What follows belongs to an exercise in optimizing a design on an open flow for a short achievable clock period and few clock cycles; a production flow would make more cautious choices.
The RTL was checked by simulation tests, not by an equivalence proof against the original design.
Power and IR drop assume default switching activity.

==> inputs of quartz <==
// mipsCore
module mipsCore (
    input  wire         clk,
    input  wire         rst_n,
    input  wire         icacheStall,
    input  wire  [31:0] icacheRdata,
    output wire  [29:0] icacheAddr,
    input  wire         dcacheStall,
    input  wire  [31:0] dcacheRdata,
    output wire         dcacheRead,
    output wire         dcacheWrite,
    output wire  [29:0] dcacheAddr,
    output wire  [31:0] dcacheWdata
);
    localparam logic [5:0] OP_R    = 6'h00;
    localparam logic [5:0] OP_BEQ  = 6'h04;
    localparam logic [5:0] OP_ADDI = 6'h08;
    localparam logic [5:0] OP_LW   = 6'h23;
    localparam logic [5:0] OP_SW   = 6'h2b;
    localparam logic [5:0] FN_ADD = 6'h20;
    localparam logic [5:0] FN_SUB = 6'h22;
    localparam logic [5:0] FN_AND = 6'h24;
    localparam logic [5:0] FN_OR  = 6'h25;
    localparam logic [5:0] FN_SLT = 6'h2a;
    localparam int NBTB = 4;
    wire        pipeStall = icacheStall | dcacheStall;
    wire        redirect;
    logic       redirectD;   
    wire        brWait;      
  ...
clock: 6.0 ns
lec_check: 0
cap_margin: 20
core_margin: 2
core_utilization: 45
place_density: 0.6
setup_slack_margin: 3.6
slew_margin: 20
synth_hierarchical: 1
synth_minimum_keep_size: 0
run.sh (not shown) runs the stock make flow with config.mk's settings and CLKGATE_MAP_FILE= SYNTH_SCRIPT=/design/flow/synth_recipe.tcl, a recipe that flattens the netlist after the stock synthesis.
==> umber: changes against quartz <==
--- a/flow/design.v
+++ b/flow/design.v
@@ -1,12 +1,25 @@
 `timescale 1ns/1ps
 `default_nettype none
+module beqTaken (
+    input  wire  [15:0] hi,      
+    output wire         taken
+);
+    wire opBeq  = ~(hi[15] | hi[14] | hi[13] | hi[11] | hi[10]) & hi[12];
+    wire sameRs = ~|(hi[9:5] ^ hi[4:0]);
+    assign taken = opBeq & sameRs;
+endmodule
+`default_nettype wire
+`timescale 1ns/1ps
+`default_nettype none
 module regFile (
     input  wire         clk,
     input  wire         rst_n,
-    input  wire  [31:1] rsSel,   
-    input  wire  [31:1] rtSel,
+    input  wire  [31:1] rsSelLo,
+    input  wire  [31:1] rsSelHi,
+    input  wire  [31:1] rtSelLo,
+    input  wire  [31:1] rtSelHi,
     output wire  [31:0] rsVal,
     output wire  [31:0] rtVal,
     input  wire  [31:1] wrEn,    
     input  wire  [31:0] wrData
 );
@@ -28,36 +41,41 @@
     generate
         for (i = 1; i < 32; i++) begin : g_flat
             assign flat[32*i +: 32] = r[i];
         end
     endgenerate
-    rfRead readRs (.sel({rsSel, 1'b0}), .regs(flat), .val(rsVal));
-    rfRead readRt (.sel({rtSel, 1'b0}), .regs(flat), .val(rtVal));
+    rfRead readRs (.selLo({rsSelLo, 1'b0}), .selHi({rsSelHi, 1'b0}), .regs(flat),
+                   .val(rsVal));
+    rfRead readRt (.selLo({rtSelLo, 1'b0}), .selHi({rtSelHi, 1'b0}), .regs(flat),
+                   .val(rtVal));
 endmodule
 module rfRead (
-    input  wire  [31:0]      sel,
+    input  wire  [31:0]      selLo,
+    input  wire  [31:0]      selHi,
     input  wire  [32*32-1:0] regs,
     output wire  [31:0]      val
 );
     wire [16*32-1:0] t1N;
     wire [4*32-1:0]  t2;
     wire [2*32-1:0]  t3N;
-    rfReadL1 l1 (.sel(sel), .regs(regs), .outN(t1N));
+    rfReadL1 l1 (.selLo(selLo), .selHi(selHi), .regs(regs), .outN(t1N));
     rfReadL2 l2 (.inN(t1N), .out(t2));
     rfReadL3 l3 (.in(t2), .outN(t3N));
     rfReadL4 l4 (.inN(t3N), .out(val));
 endmodule
 module rfReadL1 (
-    input  wire  [31:0]      sel,
+    input  wire  [31:0]      selLo,
+    input  wire  [31:0]      selHi,
     input  wire  [32*32-1:0] regs,
     output wire  [16*32-1:0] outN
 );
     genvar j;
     generate
         for (j = 0; j < 16; j++) begin : g_pair
-            assign outN[32*j +: 32] = ~(({32{sel[2*j]}} & regs[32*(2*j) +: 32]) |
-                                        ({32{sel[2*j+1]}} & regs[32*(2*j+1) +: 32]));
+            assign outN[32*j +: 32] =
+                ~(({{16{selHi[2*j]}}, {16{selLo[2*j]}}} & regs[32*(2*j) +: 32]) |
+                  ({{16{selHi[2*j+1]}}, {16{selLo[2*j+1]}}} & regs[32*(2*j+1) +: 32]));
         end
     endgenerate
 endmodule
 module rfReadL2 (
     input  wire  [16*32-1:0] inN,
@@ -315,21 +333,23 @@
     localparam logic [5:0] FN_ADD = 6'h20;
     localparam logic [5:0] FN_SUB = 6'h22;
     localparam logic [5:0] FN_AND = 6'h24;
     localparam logic [5:0] FN_OR  = 6'h25;
     localparam logic [5:0] FN_SLT = 6'h2a;
-    localparam int NBTB = 4;
+    localparam int NBTB = 2;
     wire        pipeStall = icacheStall | dcacheStall;
     wire        redirect;
     logic       redirectD;   
     wire        brWait;      
     wire        ifHold = pipeStall || brWait;
     logic       ifValid;
     wire        idValid = ifValid && !redirectD;
     logic [31:0] ifInstr;
-    logic [31:1] ifRsSel;    
+    logic [31:1] ifRsSel;
+    logic [31:1] ifRsSelN;
     logic [31:1] ifRtSel;
+    logic [31:1] ifRtSelN;
     typedef struct packed {
         logic       add;
         logic       sub;
         logic       andOp;
         logic       orOp;
@@ -385,12 +405,16 @@
         .cin (1'b1),
         .inv (1'b0),
         .sum (pcPlus1)
     );
     wire  [15:0] fImm     = icacheRdata[15:0];
-    wire         fTaken   = icacheRdata[31:26] == OP_BEQ &&
-                            icacheRdata[25:21] == icacheRdata[20:16];
+    wire         fTaken;      
+    wire         fTakenPc;    
+    wire         fTakenOut;   
+    beqTaken predecode    (.hi(icacheRdata[31:16]), .taken(fTaken));
+    beqTaken predecodePc  (.hi(icacheRdata[31:16]), .taken(fTakenPc));
+    beqTaken predecodeOut (.hi(icacheRdata[31:16]), .taken(fTakenOut));
     wire  [29:0] fTarget;
     ksAdd #(.W(30)) targetAdder (
         .a   (pc),
         .b   ({{14{fImm[15]}}, fImm}),
         .cin (1'b1),
@@ -401,11 +425,11 @@
     assign icacheAddr = pcOut;
     logic [NBTB-1:0] btbValid;
     logic [29:0]     btbTag    [NBTB];
     logic [29:0]     btbTagM1  [NBTB];
     logic [29:0]     btbTarget [NBTB];
-    logic [1:0]      btbNext;
+    logic            btbNext;
     logic [29:0]     lastPc;     
     logic            lastSeq;    
     logic            btbWr;
     logic [29:0]     btbWrTag;
     logic [29:0]     btbWrTarget;
@@ -448,22 +472,22 @@
         fR         = fDec.add | fDec.sub | fDec.andOp | fDec.orOp | fDec.slt;
         fDec.wsel  = fR ? icacheRdata[15:11] : icacheRdata[20:16];
         fDec.regWrite = (fR | fDec.addi | fDec.lw) && fDec.wsel != 5'd0;
         fDec.zero  = (fDec.sub | fDec.slt) && icacheRdata[25:21] == icacheRdata[20:16];
     end
-    wire [29:0] pcNormal = fTaken ? fTarget : btbHit ? btbHitTarget : pcPlus1;
-    wire [29:0] pcHold   = ifHold ? pc : pcNormal;
+    wire [29:0] pcSeq    = btbHit ? btbHitTarget : pcPlus1;
+    wire [29:0] pcHold   = ifHold ? pc : fTakenPc ? fTarget : pcSeq;
     wire [29:0] pcNext;
     wire        redirectPc;      
     wire        redirectPcOut;   
     pcMux #(.W(30)) nextPc (
         .sel (redirectPc),
         .a   (exTarget),
         .b   (pcHold),
         .out (pcNext)
     );
-    wire [29:0] pcOutHold = ifHold ? pcOut : pcNormal;
+    wire [29:0] pcOutHold = ifHold ? pcOut : fTakenOut ? fTarget : pcSeq;
     wire [29:0] pcOutNext;
     pcMux #(.W(30)) nextPcOut (
         .sel (redirectPcOut),
         .a   (exTarget),
         .b   (pcOutHold),
@@ -498,11 +522,11 @@
                 btbHit  <= |hitSeqV;
             end
             btbWr <= fTaken && lastSeq && !brWait;
             if (btbWr) begin
                 btbValid[btbNext] <= 1'b1;
-                btbNext           <= btbNext + 2'd1;
+                btbNext           <= !btbNext;
             end
         end
     end
     always_ff @(posedge clk) begin
         if (!pipeStall && btbWr) begin
@@ -514,23 +538,33 @@
             btbHitTarget <= hitSeqTgt;
             lastPc       <= pc;
             btbWrTag     <= lastPc;
             btbWrTarget  <= fTarget;
             ifInstr  <= icacheRdata;
-            for (int i = 1; i < 32; i++) begin
-                ifRsSel[i] <= icacheRdata[25:21] == i;
-                ifRtSel[i] <= icacheRdata[20:16] == i;
-            end
             ifTarget <= fTarget;
             ifDec    <= fDec;
             ifMatchRs <= ifDec.wsel == icacheRdata[25:21];
             ifMatchRt <= ifDec.wsel == icacheRdata[20:16];
             ifBrWait <= fDec.br && idValid && ifDec.lw && ifDec.regWrite &&
                         (ifDec.wsel == icacheRdata[25:21] ||
                          ifDec.wsel == icacheRdata[20:16]);
         end
     end
+    logic [31:1] fRsSel;
+    logic [31:1] fRtSel;
+    always_comb begin
+        for (int i = 1; i < 32; i++) begin
+            fRsSel[i] = icacheRdata[25:21] == i;
+            fRtSel[i] = icacheRdata[20:16] == i;
+        end
+    end
+    always_ff @(posedge clk) begin
+        ifRsSel  <= ifHold ? ~ifRsSelN : fRsSel;
+        ifRsSelN <= ifHold ? ~ifRsSel : ~fRsSel;
+        ifRtSel  <= ifHold ? ~ifRtSelN : fRtSel;
+        ifRtSelN <= ifHold ? ~ifRtSel : ~fRtSel;
+    end
     wire [4:0]  rs     = ifInstr[25:21];
     wire [4:0]  rt     = ifInstr[20:16];
     wire [15:0] imm    = ifInstr[15:0];
     wire [31:0] immExt = {{16{imm[15]}}, imm};
     wire isSltI = ifDec.slt;
@@ -565,12 +599,14 @@
     wire [31:0] rfRs;
     wire [31:0] rfRt;
     regFile regs (
         .clk    (clk),
         .rst_n  (rst_n),
-        .rsSel  (ifRsSel),
-        .rtSel  (ifRtSel),
+        .rsSelLo(ifRsSel),
+        .rsSelHi(~ifRsSelN),
+        .rtSelLo(ifRtSel),
+        .rtSelHi(~ifRtSelN),
         .rsVal  (rfRs),
         .rtVal  (rfRt),
         .wrEn   (memWe),
         .wrData (mVal)
     );
Settings changed: CORE_UTILIZATION 45 to 60, PLACE_DENSITY 0.6 to 0.7.
==> reports/metrics.yaml <==
run_status:
  status: "complete, no violations"
synthesis:
  syn_area_per_cell_sq_um: 11.3
placement:
  postPlaceCellArea_sq_um: 103000
sta:
  holdWs_ns: 0.324
  finalClockSkew_ns: 0.0568
  post-route-period-util_pct: 45.1
finish:
  drive_above_1_share_pct: 39.2
  top_regs: "regs.r (992), btbTagM1 (60), btbTarget (60)"
  multi_input_cells: 6360
  nNonClkInverters: 234
  multi_input_area_sq_um: 54500
cts:
  postCtsSetupBuffers: 371
die:
  dieHeight_microns: 414
  die_area_sq_um: 171000
  start_util_pct: 60.4
setup_path:
  cp_slowest_stage_delay_ns: 0.55
power_and_ir_drop:
  p_total_w: 0.0507
the above is filed under umber

==> reports/metrics.yaml <==
cts:
  cts_buffers: 202
  postCtsSetupBuffers: 248
setup_path:
  cp_slowest_stage_delay_ns: 0.41
  crit_type: "flop to flop"
finish:
  multi_input_cells: 6301
  multi_input_area_sq_um: 54000
  drive_above_1_share_pct: 35.6
  top_regs: "regs.r (992), btbTagM1 (120), btbTarget (120)"
  sh_seq_area_pct: 40.1
run_status:
  status: "complete, no violations"
die:
  start_util_pct: 45.4
  dieHeight_microns: 478
  die_area_sq_um: 228000
grt:
  grt-ovfl-total: 0
sta:
  holdWs_ns: 0.290
  finalClockSkew_ns: 0.0664
  post-route-period-util_pct: 44.8
power_and_ir_drop:
  p_total_w: 0.0565
placement:
  postPlaceCellArea_sq_um: 105000
the above is filed under quartz

Testbench counts of quartz, summed over its fixed seeds: cycles 33,047.
Testbench counts of umber, summed over its fixed seeds: cycles 33,047.

* * *

==> exp/indigo: inputs <==
mipsCore with an RTL version that a note above also has.
==> flow/config.mk <==
export PLATFORM = sky130hd
export DESIGN_NAME = mipsCore
export DESIGN_NICKNAME = mipsCore
export VERILOG_FILES = /design/flow/design.v
export SDC_FILE = /design/flow/constraint.sdc
export NUM_CORES = 4
export LEC_CHECK = 0
export CAP_MARGIN = 20
export CORE_MARGIN = 2
export CORE_UTILIZATION = 45
export PLACE_DENSITY = 0.6
export SETUP_SLACK_MARGIN = 3.6
export SLEW_MARGIN = 20
export SYNTH_HIERARCHICAL = 1
export SYNTH_MINIMUM_KEEP_SIZE = 0
==> flow/constraint.sdc <==
create_clock -name core_clock -period 6.0 [get_ports {clk}]
set_input_delay 1.2000 -clock core_clock [delete_from_list [all_inputs] [get_ports {clk}]]
set_output_delay 1.2000 -clock core_clock [all_outputs]
set_load 0.01 [all_outputs]
==> inputs of exp/cedar, as changes to exp/indigo <==
--- a/flow/config.mk
+++ b/flow/config.mk
@@ -9,4 +9,4 @@
 export CORE_MARGIN = 2
-export CORE_UTILIZATION = 45
-export PLACE_DENSITY = 0.6
+export CORE_UTILIZATION = 55
+export PLACE_DENSITY = 0.65
 export SETUP_SLACK_MARGIN = 3.6
==> impl_metrics.yaml <==
cells_and_area:
  clkCellAreaFrac: 0.0546
power_and_ir_drop:
  p_per_area_nw_per_um2: 406
  clkPwrFrac: 0.256
  power_switching_mw: 18.2
  pwr-share-comb: 0.351
critical_path:
  crit_path_end: "pc[5]"
  worstReg2RegEnd: "pc[5]"
  cp_slowest_cell: "nand4_1"
detailed_routing:
  wl_per_cell_um: 31.0
  wl_met1_mm: 140
placed_design:
  gp_congestion: 0.986
  dp_hpwl_mm: 219
global_routing:
  grtUsageMet2: 0.588
  first_global_vias: 79300
sta:
  slew_headroom: 0.160
  worst_clock_skew_ns: 0.0444
die:
  tapCellCount: 2385
  die_x_um: 432
outcome:
  status: "timing/DRC/antenna clean"
# the run above: exp/cedar

==> impl_metrics.yaml <==
global_routing:
  met1_usage: 0.413
  track_usage: 0.319
  grtUsageMet2: 0.489
  use_met3: 0.0706
cells_and_area:
  layout_common_cells: "dfrtp_1 (1043), a22oi_1 (723), mux2_2 (605)"
  clkCellAreaFrac: 0.0557
  n_clock_buffer: 288
power_and_ir_drop:
  power_switching_mw: 18.9
  pwr-share-comb: 0.362
  clkPwrFrac: 0.257
  p_per_area_nw_per_um2: 408
outcome:
  status: "timing/DRC/antenna clean"
detailed_routing:
  wl_per_cell_um: 30.1
  wl_met1_mm: 148
placed_design:
  gp_congestion: 0.925
  dp_hpwl_mm: 229
die:
  tapCellCount: 2975
  die_x_um: 477
critical_path:
  worstReg2RegEnd: "exB[30]"
  crit_path_end: "icacheAddr[16]"
sta:
  slew_headroom: 0.175
# the run above: exp/indigo

Testbench counts of exp/indigo, summed over its fixed seeds: cycles 33,047.
Testbench counts of exp/cedar, summed over its fixed seeds: cycles 33,047.

## separate check: timing with driven ports
Ports are ideal in the flow. The routed layouts listed here were re-timed in OpenROAD.
Step 1, drivers: a clkbuf_16 drives clk and a buf_2 each remaining input, both assumed.
Step 2 adds t to the input delays and takes it off the output delays; t is the mean of the earliest and latest rising clock arrival at the registers after step 1. Input paths then give back, and output paths get back, about the clock's delay inside the block.
Slacks: ideal / step 1 / step 2; pairs: ideal / step 1.
run	t, ns	setup slack, ns	worst hold slack (ns)	worst data-port slew with drivers (ns)	cell pins on the clock port's net
quartz	0.961	3.310 / 3.214 / 2.440	0.290 / 0.244 / 0.378	0.14	1
umber	0.938	3.293 / 3.214 / 2.481	0.324 / 0.282 / 0.366	0.15	1
exp/indigo	0.948	3.301 / 3.207 / 2.527	0.375 / 0.375 / 0.375	0.17	1
exp/cedar	0.940	3.276 / 3.265 / 2.467	0.392 / 0.368 / 0.392	0.07	1
After both steps setup and hold are still met in every run listed. The setup slack of quartz, which loses most, moves by -0.096 ns with the drivers and by -0.870 ns with both steps.
